This is an optimization exercise on Yosys and OpenROAD, whose aim is small area, not a production implementation.
Only simulation tests tie the RTL to the original design; equivalence was not proved.
Power is estimated from default activity; no workload was simulated.

Setup of red:
==> flow/design.v (excerpt) <==
module xor_table_lookup_reader #(
    parameter int NUM_WR      = 8,
    parameter int INDEX_WIDTH = 12,
    parameter int VALUE_WIDTH = 31,
    parameter int KEY_WIDTH   = 32,
    parameter int DATA_WIDTH  = 64,
    parameter int RD_LATENCY  = 2
) (
    input  logic                          clk,
    input  logic                          reset,
    input  logic                          en_in,
    input  logic [1:0]                    opt_in,
    input  logic [INDEX_WIDTH-1:0]        index_in,
    input  logic [KEY_WIDTH-1:0]          key_in,
    output logic                          rd_en,
    output logic [INDEX_WIDTH-1:0]        rd_addr,
    input  logic [NUM_WR*DATA_WIDTH-1:0]  rd_bank_data,
    input  logic [NUM_WR-1:0]             wr_snoop_valid,
    input  logic [NUM_WR*INDEX_WIDTH-1:0] wr_snoop_index,
    input  logic [NUM_WR*DATA_WIDTH-1:0]  wr_snoop_entry,
    output logic                          out_valid,
    output logic                          out_hit,
    output logic [VALUE_WIDTH-1:0]        out_value,
    output logic [KEY_WIDTH-1:0]          out_key,
    output logic [INDEX_WIDTH-1:0]        out_index
);
clock: 7.0 ns
lec_check: 0
cap_margin: 0
cell_pad_in_sites_detail_placement: 1
cell_pad_in_sites_global_placement: 1
core_area: 8 8 282 282
cts_buf_list: sky130_fd_sc_hd__clkbuf_8
cts_cluster_diameter: 60
cts_cluster_size: 30
die_area: 0 0 290 290
slew_margin: 0
synth_hierarchical: 1
synth_minimum_keep_size: 0
standard.sh (not shown) runs the stock make flow with config.mk's settings and CLKGATE_MAP_FILE= SYNTH_SCRIPT=/design/flow/synth_recipe.tcl, a recipe that flattens the netlist after the stock synthesis.
==> flow/flow/run.sh <==
#!/bin/bash
# The standard layout, with these changes:
# - synthesis is synth_recipe.tcl unchanged except that ABC maps with flow/area.abc;
# - port buffers use the smallest buffer cell;
# - pins may sit on every routing track along the die edge (a smaller die fits them);
# - clock tree synthesis adds no dummy loads and no wide-spacing rule on the clock net
#   (whose pin sits between tightly packed signal pins).
set -euo pipefail
export FLOW_FLOW_DIR="$PWD/flow"
{ head -n 1 synth_recipe.tcl; cat flow/abc_override.tcl; tail -n +2 synth_recipe.tcl; } > area_synth.tcl
bash standard.sh \
  "SYNTH_SCRIPT=$PWD/area_synth.tcl" \
  "BUFFER_PORTS_ARGS=-buffer_cell sky130_fd_sc_hd__buf_1" \
  "PLACE_PINS_ARGS=-min_distance 1 -min_distance_in_tracks" \
  "CTS_ARGS=-sink_clustering_enable -repair_clock_nets -dont_use_dummy_load -apply_ndr none -sink_clustering_size 30 -sink_clustering_max_diameter 60 -buf_list sky130_fd_sc_hd__clkbuf_8" \
  finish > standard_flow.log 2>&1
==> flow/flow/abc_override.tcl <==
# Map combinational logic with flow/area.abc (area-recovering mapping without the
# speed script's buffering and sizing); the flow's own repair fixes slew and timing.
proc abc {args} {
  set i [lsearch -exact $args -script]
  if { $i >= 0 } {
    lset args [expr { $i + 1 }] $::env(FLOW_FLOW_DIR)/area.abc
  }
  yosys abc {*}$args
}
==> flow/flow/area.abc <==
&get -n
&st
&synch2
&nf -R 1000
&st
&synch2
&nf -R 1000
&put
Every stage of the flow completed for red, and the final layout passed the timing, DRC and antenna checks.
> inputs changed (red -> blue)
Settings: a change of CTS_CLUSTER_SIZE from 30 to 16; an added PLACE_DENSITY of 0.7; a change of DIE_AREA from 0 0 290 290 to 0 0 260 260; a change of CORE_AREA from 8 8 282 282 to 8 8 252 252.
diff --git a/flow/flow/run.sh b/flow/flow/run.sh
--- a/flow/flow/run.sh
+++ b/flow/flow/run.sh
@@ -15 +15 @@
-  "CTS_ARGS=-sink_clustering_enable -repair_clock_nets -dont_use_dummy_load -apply_ndr none -sink_clustering_size 30 -sink_clustering_max_diameter 60 -buf_list sky130_fd_sc_hd__clkbuf_8" \
+  "CTS_ARGS=-sink_clustering_enable -repair_clock_nets -dont_use_dummy_load -apply_ndr none -sink_clustering_size 16 -sink_clustering_max_diameter 60 -buf_list sky130_fd_sc_hd__clkbuf_8" \
==> comparison <==
Between red and blue, the flow reports total power consumption of the routed design decreasing slightly.
For the ratio of final minimum period to clock period, blue came in 4.3 points lower than red did.
Min biggest cell delay along the critical path across blue and red: blue
blue against red; die area is down by more than 10%.
First-pass GRT wire length: blue better than red
[compare] base=red new=blue: vertical die dimension lost 10%; initial antenna violation count rose about 14%.

static timing again, ports no longer ideal:
In the flow no input, the clock included, has a driving cell. The finished layouts below were timed again as built, in two steps.
Step 1 sets driving cells, clkbuf_16 on the clock port and buf_2 on the other inputs (assumed; they add their load-dependent delay and slew).
Step 2 adds t to the input delays and takes it off the output delays; t is the mean of the earliest and latest rising clock arrival at the registers after step 1. Input paths then give back, and output paths get back, about the clock's delay inside the block.
Slacks: ideal ports / drivers / drivers and shift; pairs: ideal ports / drivers.
run | shift t [ns] | setup slack, ns | slew at the worst register clock pin (ns)
red | 0.702 | 0.658 / 0.658 / 0.107 | 0.11 / 0.11
blue | 0.713 | 0.958 / 0.958 / 0.514 | 0.11 / 0.11
After both steps every run listed still meets setup and hold. The setup slack of red, which loses most, moves by 0.000 ns with the drivers and by -0.551 ns with both steps.
